Context: an optimization exercise on an open-source flow, tuned for small area. The choices shown serve that exercise and are no tape-out recipe.
Only the layout flow was run in this run; the RTL was not checked for function there.
Power and IR drop assume default switching activity.

===== flow/design.v =====
package chip8_pkg;
  typedef logic [7:0] byte_t;
endpackage
`timescale 1ns/1ps
module chip8_top (
  input  logic        clk,
  input  logic        reset,
  input  logic [7:0]  mem_rdata,
  output logic        mem_read,
  output logic        mem_write,
  output logic [11:0] mem_addr,
  output logic [7:0]  mem_wdata
);
  localparam logic [4:0] S_CLR   = 5'd0;
  localparam logic [4:0] S_F0    = 5'd1;
  localparam logic [4:0] S_F1    = 5'd2;
  localparam logic [4:0] S_EL    = 5'd3;
  localparam logic [4:0] S_EXY   = 5'd4;
  localparam logic [4:0] S_EXX   = 5'd5;
  localparam logic [4:0] S_EXF   = 5'd6;
  localparam logic [4:0] S_SWB   = 5'd7;
  localparam logic [4:0] S_STTW  = 5'd8;
  localparam logic [4:0] S_INC   = 5'd9;
  localparam logic [4:0] S_SKP   = 5'd10;
  localparam logic [4:0] S_STH   = 5'd11;
  localparam logic [4:0] S_STT   = 5'd12;
  localparam logic [4:0] S_EXY8  = 5'd13;
  localparam logic [4:0] S_EXX8  = 5'd14;
  localparam logic [4:0] S_EXXI  = 5'd15;
  localparam logic [4:0] S_EXXB  = 5'd16;
  localparam logic [4:0] S_SW5   = 5'd17;
  localparam logic [4:0] S_WRH   = 5'd28;
  localparam logic [4:0] S_WRT   = 5'd29;
  localparam logic [4:0] S_WRU   = 5'd30;
  localparam logic [4:0] S_ST55  = 5'd31;
  logic [4:0]  st, st_n;
  logic [3:0]  rp;
  logic [3:0]  sp, sp_n;
  logic [11:0] pc, pc_n;
  logic [11:0] ireg, i_n;
  logic [7:0]  irh, irh_n;
  logic [7:0]  t, t_n;
  logic [7:0]  vr [16];
  logic [11:0] sr [16];
  logic        vwe;
  logic        push;
  logic        inc;
  logic        sk;
  wire [7:0]  lo   = mem_rdata;
  wire [3:0]  c    = irh[7:4];
  wire [3:0]  x    = irh[3:0];
  wire [3:0]  y    = lo[7:4];
  wire [3:0]  n    = lo[3:0];
  wire [7:0]  head = vr[0];
  wire        atX  = (rp == x);
  wire        atY  = (rp == y);
  wire        at0  = (rp == 4'd0);
  wire        atF  = (rp == 4'd15);
  wire        atSP = (rp == sp);
  wire        storing = (st[4:2] == 3'b111);
  wire [3:0] n8 = irh[7:4];
  wire alu_cls = (c == 4'h3) || (c == 4'h4) || (c == 4'h5) || (c == 4'h9) ||
                 (c == 4'h6) || (c == 4'h7);
  wire bcd_sub = (st == S_STH) || (st == S_STT);
  wire alu_on  = (((st == S_EXX) && alu_cls) || (st == S_EXX8)) && atX || bcd_sub;
  logic       za, ia, ib, k100, k10, ck;
  logic       rs, rg, rr, rl;
  always_comb begin
    za   = 1'b0;
    ia   = 1'b0;
    ib   = 1'b0;
    k100 = 1'b0;
    k10  = 1'b0;
    ck   = 1'b0;
    rs   = 1'b1;
    rg   = 1'b0;
    rr   = 1'b0;
    rl   = 1'b0;
    if (st == S_EXX8) begin
      case (n8)
        4'h0: za = 1'b1;
        4'h1: begin ck = 1'b1; rg = 1'b1; end
        4'h2: begin rs = 1'b0; rg = 1'b1; end
        4'h3: ck = 1'b1;
        4'h5: ib = 1'b1;
        4'h6: begin rs = 1'b0; rr = 1'b1; end
        4'h7: ia = 1'b1;
        4'hE: begin rs = 1'b0; rl = 1'b1; end
        default: ;
      endcase
    end else begin
      case (c)
        4'h6: za = 1'b1;
        4'h3, 4'h4, 4'h5, 4'h9: ib = 1'b1;
        default: ;
      endcase
    end
    if (bcd_sub) begin
      za   = 1'b1;
      ia   = 1'b1;
      ib   = 1'b0;
      ck   = 1'b0;
      k100 = (st == S_STH);
      k10  = (st == S_STT);
    end
    if (!alu_on) begin
      za = 1'b0;
      ia = 1'b0;
      ib = 1'b0;
      ck = 1'b0;
    end
    if (st == S_CLR || st == S_EXF) begin
      rs = 1'b0;
      rg = 1'b0;
      rr = 1'b0;
      rl = 1'b0;
    end
  end
  logic [1:0]  bsel;
  logic        oh;
  wire [3:0]   off4 = storing ? ((&st[1:0]) ? rp : {2'b00, st[1:0]}) : {2'b00, sk, inc};
  wire [11:0]  base = (bsel == 2'd0) ? pc : (bsel == 2'd1) ? ireg : (bsel == 2'd2) ? sr[0] : {x, t};
  wire [7:0]   hs   = ((head & {8{~za}}) | (k100 ? 8'h64 : 8'h00) | (k10 ? 8'h0A : 8'h00)) ^ {8{ia}};
  wire [11:0]  xo   = {base[11:8], base[7:0] ^ {8{ib}}};
  wire [11:0]  yo   = oh ? {4'd0, hs} : {8'd0, off4};
  wire [11:0]  p    = xo ^ yo;
  wire [11:0]  g    = xo & yo;
  logic [12:0] cy;
  assign cy[0] = ia | ib;
  for (genvar k = 0; k < 12; k++) begin : g_carry
    if (k < 8) begin : g_lo
      assign cy[k + 1] = ~ck & (g[k] | (p[k] & cy[k]));
    end else begin : g_hi
      assign cy[k + 1] = g[k] | (p[k] & cy[k]);
    end
  end
  wire [11:0] addr = p ^ cy[11:0];
  wire [7:0]  sum  = addr[7:0];
  wire        cout = cy[8];
  wire        zero = (sum == 8'd0);
  wire [7:0]  res  = (sum & {8{rs}}) | (g[7:0] & {8{rg}}) | ({1'b0, head[7:1]} & {8{rr}}) |
                     ({head[6:0], 1'b0} & {8{rl}}) | {7'd0, (st == S_EXF) & t[0]};
  assign mem_addr  = addr;
  assign mem_wdata = (st == S_ST55) ? head : ((st == S_WRU) ? t : {4'd0, rp});
  assign mem_read  = (st != S_CLR) && !storing;
  assign mem_write = storing;
  logic fl, flagop;
  always_comb begin
    fl     = cout;
    flagop = 1'b1;
    case (n8)
      4'h0, 4'h1, 4'h2, 4'h3: flagop = 1'b0;
      4'h6: fl = head[0];
      4'h7: fl = cout & ~zero;
      4'hE: fl = head[7];
      default: ;
    endcase
  end
  wire valid8 = (n[3] == 1'b0) || (n == 4'hE);
  wire skip = zero ^ (c == 4'h4 || c == 4'h9);
  wire is_ret  = (c == 4'h0) && (x == 4'h0) && (lo == 8'hEE);
  wire is_f1e  = (lo == 8'h1E);
  wire is_f33  = (lo == 8'h33);
  wire is_f55  = (lo == 8'h55);
  wire need_y  = ((c == 4'h5 || c == 4'h9) && n == 4'h0) || (c == 4'h8 && valid8);
  logic is_nop;
  always_comb begin
    case (c)
      4'h0:             is_nop = !is_ret;
      4'h5, 4'h9:       is_nop = (n != 4'h0);
      4'h8:             is_nop = !valid8;
      4'hC, 4'hD, 4'hE: is_nop = 1'b1;
      4'hF:             is_nop = !(is_f1e || is_f33 || is_f55);
      default:          is_nop = 1'b0;
    endcase
  end
  always_comb begin
    st_n  = st;
    pc_n  = pc;
    sp_n  = sp;
    i_n   = ireg;
    t_n   = t;
    irh_n = irh;
    vwe   = 1'b0;
    push  = 1'b0;
    inc   = 1'b0;
    sk    = 1'b0;
    bsel  = storing ? 2'd1 : 2'd0;
    oh    = 1'b0;
    if (alu_on) begin
      bsel = 2'd3;
      oh   = 1'b1;
    end
    case (st)
      S_CLR: begin
        vwe = 1'b1;
        if (atF)
          st_n = S_F0;
      end
      S_F0: begin
        st_n = S_F1;
      end
      S_F1: begin
        inc   = 1'b1;
        pc_n  = addr;
        irh_n = lo;
        st_n  = S_EL;
      end
      S_EL: begin
        t_n = lo;
        if (is_ret)
          sp_n = sp - 4'd1;
        if (is_nop)
          st_n = S_INC;
        else if (c == 4'h8) begin
          irh_n = {n, x};
          st_n  = S_EXY8;
        end else if (need_y)
          st_n = S_EXY;
        else if (c == 4'hF)
          st_n = is_f1e ? S_EXXI : (is_f33 ? S_EXXB : S_SW5);
        else
          st_n = S_EXX;
      end
      S_EXY, S_EXY8: begin
        if (atY) begin
          t_n  = head;
          st_n = (st == S_EXY8) ? S_EXX8 : S_EXX;
        end
      end
      S_EXX8: begin
        if (atX) begin
          vwe  = 1'b1;
          t_n  = {t[7:1], fl};
          st_n = flagop ? S_EXF : S_INC;
        end
      end
      S_EXXI: begin
        if (atX) begin
          bsel = 2'd1;
          oh   = 1'b1;
          i_n  = addr;
          st_n = S_INC;
        end
      end
      S_EXXB: begin
        if (atX) begin
          t_n  = head;
          st_n = S_SWB;
        end
      end
      S_EXX: begin
        case (c)
          4'h0: begin
            if (atSP) begin
              bsel = 2'd2;
              inc  = 1'b1;
              pc_n = addr;
              st_n = S_F0;
            end
          end
          4'h1: begin
            bsel = 2'd3;
            pc_n = addr;
            st_n = S_F0;
          end
          4'h2: begin
            if (atSP) begin
              push = 1'b1;
              bsel = 2'd3;
              sp_n = sp + 4'd1;
              pc_n = addr;
              st_n = S_F0;
            end
          end
          4'h3, 4'h4, 4'h5, 4'h9: begin
            if (atX)
              st_n = skip ? S_SKP : S_INC;
          end
          4'h6, 4'h7: begin
            if (atX) begin
              vwe  = 1'b1;
              st_n = S_INC;
            end
          end
          4'hA: begin
            bsel = 2'd3;
            i_n  = addr;
            st_n = S_INC;
          end
          4'hB: begin
            if (at0) begin
              bsel = 2'd3;
              oh   = 1'b1;
              pc_n = addr;
              st_n = S_F0;
            end
          end
          default: ;
        endcase
      end
      S_INC, S_SKP: begin
        inc  = 1'b1;
        sk   = (st == S_SKP);
        pc_n = addr;
        st_n = S_F0;
      end
      S_EXF: begin
        if (atF) begin
          vwe  = 1'b1;
          st_n = S_INC;
        end
      end
      S_SWB: begin
        if (rp == 4'd14) begin
          inc  = 1'b1;
          pc_n = addr;
          st_n = S_STH;
        end
      end
      S_SW5: begin
        if (atF) begin
          inc  = 1'b1;
          pc_n = addr;
          st_n = S_ST55;
        end
      end
      S_ST55: begin
        if (rp == x)
          st_n = S_F0;
      end
      S_STH, S_STT: begin
        if (cout)
          t_n = sum;
        else
          st_n = (st == S_STH) ? S_WRH : S_WRT;
      end
      S_WRH: st_n = S_STTW;
      S_STTW: begin
        if (rp == 4'd14)
          st_n = S_STT;
      end
      S_WRT: st_n = S_WRU;
      S_WRU: st_n = S_F0;
      default: st_n = S_CLR;
    endcase
  end
  always_ff @(posedge clk or posedge reset) begin
    if (reset) begin
      st   <= S_CLR;
      rp   <= 4'd0;
      sp   <= 4'd0;
      pc   <= 12'h200;
      ireg <= 12'd0;
    end else begin
      st   <= st_n;
      rp   <= rp + 4'd1;
      sp   <= sp_n;
      pc   <= pc_n;
      ireg <= i_n;
    end
  end
  always_ff @(posedge clk) begin
    irh <= irh_n;
    t   <= t_n;
    for (int k = 0; k < 15; k++) begin
      vr[k] <= vr[k + 1];
      sr[k] <= sr[k + 1];
    end
    vr[15] <= vwe ? res : vr[0];
    sr[15] <= push ? pc : sr[0];
  end
endmodule

===== flow/standard.sh =====
#!/bin/bash
# synth_recipe.tcl (not shown) runs the flow's synth.tcl, then flattens the netlist and writes it again
# the make line also repeats each setting of config.mk as NAME=value (left out here)
make -C /OpenROAD-flow-scripts/flow DESIGN_CONFIG=/design/flow/config.mk WORK_HOME=/design/flow/orfs CLKGATE_MAP_FILE= SYNTH_SCRIPT=/design/flow/synth_recipe.tcl "${@:-finish}"

===== flow/flow/run.sh =====
#!/bin/bash
# The standard layout (standard.sh), with two changes:
#  - synthesis maps the logic with an area-oriented ABC script
#    (flow/abc_area.script); registers are mapped before ABC runs, so they
#    keep the standard synthesis's names and cell types
#  - the port buffers are the smallest plain buffer (buf_1)
set -euo pipefail
here=$(pwd)
rm -rf "$here/scripts_local"
cp -r "$FLOW_HOME/scripts" "$here/scripts_local"
cp "$here/flow/abc_area.script" "$here/scripts_local/abc_area.script"
export BUFFER_PORTS_ARGS="-buffer_cell sky130_fd_sc_hd__buf_1"
bash standard.sh SCRIPTS_DIR="$here/scripts_local" finish > "$here/standard.log" 2>&1

===== flow/flow/abc_area.script =====
strash
&get -n
&deepsyn -T 60
&put
dch -f
amap
topo

===== flow/constraint.sdc =====
create_clock -name core_clock -period 10.0 [get_ports {clk}]
set_input_delay 2.0000 -clock core_clock [delete_from_list [all_inputs] [get_ports {clk}]]
set_output_delay 2.0000 -clock core_clock [all_outputs]
set_load 0.01 [all_outputs]

===== flow/config.mk =====
export PLATFORM = sky130hd
export DESIGN_NAME = chip8_top
export DESIGN_NICKNAME = chip8_top
export VERILOG_FILES = /design/flow/design.v
export SDC_FILE = /design/flow/constraint.sdc
export NUM_CORES = 4
export LEC_CHECK = 0
export ABC_AREA = 1
export CAP_MARGIN = 20
export CORE_MARGIN = 2
export CORE_UTILIZATION = 60
export CTS_CLUSTER_DIAMETER = 100
export CTS_CLUSTER_SIZE = 30
export SLEW_MARGIN = 20

==> metrics.md <==
| Metric | Value |
|---|---|
| HP Start | vr[15][2] |
| Worst-path fanout max | 6 |
| Buf+Inv Stages, Crit Path | 3 |
| Drt drc | 0 |
| GRT overflow | 0 |
| Clock Tree Buf Depth | 3 |
| Routed Antenna Nets | 0 |
| Filler instances | 1,275 |
| Cell Pwr Density | 343 nW/µm² |
| Number of global-route vias before repair | 7,485 |
| Post-synth EDFFs | 16 |
| Clock buffer count from CTS | 17 |
| Ys flop type | dfxtp_1 |
| Pins Over Slew Limit | 0 |
| CTS tree | done |
| Die height | 140 µm |
| Yosys warning count | 3 |
| Clock Skew | 21.6 ps |
| Max-cap violations | 0 |
| Arr. time, crit path | 7770 ps |
| Net Sw Frac | 0.373 |
| CP Class | flop to output port |
| Slew HR | 0.238 |
| Row count | 49 |
| GPL Wtd Cong | 1.00 |
| Fin crit share | 0.977 |
| Clock Latency Late Sink | 520 ps |
| Number of distinct library cells after synthesis | 40 |
| Core ar. | 18,000 µm² |
| Reg clk slew, reported paths | 110 ps |
| CP most frequent cell | fa_2 |
| Max Fclk | 102 MHz |
| Min Hold Slack | 323 ps |
| Fin nets | 1,074 |
| Final hold vios | 0 |
| Worst-margin pin slew | 1130 ps |
| Flop pwr share | 0.464 |
| Buffers on Ports | 31 |
| Average wire per standard cell | 21.7 µm |
| Busiest grt layer | met2 |
| Mapped Cells | 934 |
| Worst r2r src | irh[7] |
| Final setup fails | 0 |
| Share of layout cells above drive strength 1 | 0.123 |
| Die area | 19,600 µm² |
| WL final | 27,700 µm |
| Antenna diodes | 0 |
| DRT iter0 DRCs | 790 |
| Peak VDD IR | 257 µV |
| Switch Pwr | 1.61 mW |
| Met2 Use GR | 0.485 |
| #FFs+latches synth | 381 |
| IO Pins | 32 |
| Commonest non-fill, non-tap cell in the layout | dfxtp_1 |
| Post-synth ARST share | 0.0971 |
| Area delta synth->final | 13.8% |
| Combinational share of power | 0.354 |
| Vias | 7,461 |
| Initial antenna violation count | 0 |
| Hold Crit Class | flop to flop |
| Result of the run | finished clean |
| GR Layer Usage met1 | 0.359 |
| CP top delay family | adder cells |
| Clk root buf | clkbuf_16 |
| Critical Path RT | 8000 ps |
| Commonest cells after routing, fill and taps aside | dfxtp_1, nor2_1, clkinv_1 |
| Startpoint Class | flop |
| Met3 Usage GRT | 0.0382 |
| Mapped Area | 11,100 µm² |
| Total Power | 4.32 mW |
| Leak | 4.92 nW |
| Max incr delay on CP | 540 ps |
| Worst Setup SP | irh[7] |
| Hpwl dp | 19,300 µm |
| Clock share of power | 0.182 |
| Clock sink count | 381 |
| Syn Area/Cell | 11.9 µm² |
| First-pass GRT wire length | 42,100 µm |
| Post-route minimum period | 9770 ps |
| Int Pwr | 2.71 mW |
| Pre-antenna DRT Iters | 6 |
| Syn_nets | 970 |
| Starting Density | 0.614 |
| Tot GR Track Use | 0.278 |
| Hold buffers post-CTS | 0 |
| Drt via density | 5.86 |
| Register area share after synthesis | 0.720 |
| H-tree levels | 1 |
| Largest net degree at the start of global routing | 38 |
| Critical path's slowest cell | edfxtp_1 |
| Worst setup EP type | output port |
| Die Wd | 140 µm |
-- worst paths after layout --
kind                                end  slack, ps  depth (start not counted)
max                        mem_addr[11]        230                         36
min                           vr[14][2]        320                          0
max reg2reg                       st[1]       1580                         41
min reg2reg                   vr[14][2]        320                          0
max in group asynchronous         st[2]       8000                          3
min in group asynchronous         pc[8]       1570                          3
-- flip-flops by register name (all words and copies together), names as in the netlist, named ones only --
register,count
irh,8
pc,12
t,8
vr,128
st,5
ireg,12
sp,4
rp,4
sr,192
-- per-stage QoR --
stage / util / setup TNS (ps) / worst slack [ps] / cell area [µm²] / cells
after floorplan: - / 0 / 233 / 11100 / 934
after global placement: 0.655 / 0 / 345 / 11800 / 1237
after detailed placement: 0.655 / -8.93 / -8.93 / 11800 / 1237
after CTS: 0.686 / 0 / 17.8 / 12400 / 1267
after global routing: 0.699 / -72.8 / -72.8 / 12600 / 1274
final: 0.699 / 0 / 229 / 12600 / 1274
-- kinds of logic (layout without fill, tap and decap cells) --
| family | after synthesis | count (layout) | synth area share |
|---|---|---|---|
| xor gates and xnor gates | 1 | 1 | 0.000791 |
| AOI/OAI and AO/OA | 214 | 214 | 0.126 |
| adders and majority gates | 26 | 26 | 0.0355 |
| buffers and inverters | 93 | 204 | 0.0315 |
| and+or+nand+nor | 219 | 219 | 0.0856 |
| DFF | 381 | 381 | 0.720 |
-- power by group through the flow --
| stage | clock (mW) | combinational (mW) | sequential, mW |
|---|---|---|---|
| floorplan | 0 | 0.810 | 1.98 |
| detailed placement | 0 | 1.37 | 2.03 |
| finish | 0.787 | 1.53 | 2.00 |
| global placement | 0 | 1.35 | 2.01 |
| CTS | 0.800 | 1.40 | 2.00 |
| global route | 0.851 | 1.61 | 2.03 |
-- metal layers --
metal	part of all wire	vias to the layer above	wire (µm)
met1	0.40	3601	11200
met5	0	-	0
met4	0.036	0	990
met2	0.50	362	13700
met3	0.064	71	1770
li1	-	3427	-
-- worst reg2reg max path, delay by kind of cell (launching register included) --
family	cells	cell delay (ps)
compound gates	7	880
buf+inv	5	810
flops	1	540
fa+ha+maj	8	2540
simple gates	21	3530
-- Yosys cell counts, types with 2 or more instances --
cell	number	area, µm²
nor3_1	17	85.1
o21ai_0	50	250
o221ai_1	21	184
nand3_1	9	45.0
dfxtp_1	328	6570
a2111oi_0	2	17.5
o21a_1	5	37.5
nand4_1	5	31.3
o2111ai_1	2	17.5
nor2b_1	7	43.8
edfxtp_1	16	480
a22o_1	9	78.8
nand2_1	56	210
a21oi_1	42	210
or4_1	4	30.0
a211oi_1	4	30.0
ha_1	17	213
a221oi_1	2	17.5
o22ai_1	39	244
nor4_1	6	37.5
nor2_1	103	387
a31oi_1	9	56.3
o22a_1	10	87.6
a22oi_1	5	37.5
or3_1	4	25.0
clkinv_1	93	349
fa_1	9	180
o211ai_1	4	30.0
or2_0	5	31.3
o32ai_1	2	17.5
dfrtp_1	36	901
o221a_1	5	56.3
-- layout make-up --
type	count	area, µm²	share of cell area
repair buffers	85	531	0.0421
multi-input cells	460	2960	0.235
inverters	93	353	0.0280
flip-flops and latches	381	7980	0.633
clock inverters	4	50.0	0.00397
well taps	229	287	0.0227
clock buffers	22	444	0.0352
-- what timing repair did --
item	in CTS	in global routing
endpoints found under the hold margin	0	0
setup buffers	4	7
pin swaps	1	15
resized for setup	15	57
setup endpoints to repair	4	4

what the ideal ports hide:
Ports are ideal in the flow. The routed layout listed here was re-timed in OpenROAD. Step 1, drivers: a clkbuf_16 drives clk and a buf_2 each remaining input, both assumed. Step 2 times the ports against the registers' clock, not the clock port: input delays grow and output delays shrink by t, the midpoint of the rising clock arrivals with the driver on. a / b / c = ideal / step 1 / step 2; a / b = the first two.
t, ns: 0.563
setup slack, ns: 0.229 / 0.179 / 0.742
worst setup path after step 2: register to output
clock arrival spread, ns: 0.022 / 0.022
After both steps setup and hold are still met in this run. For this run, drivers alone change the setup slack by -0.050 ns; drivers and shift together by +0.513 ns.
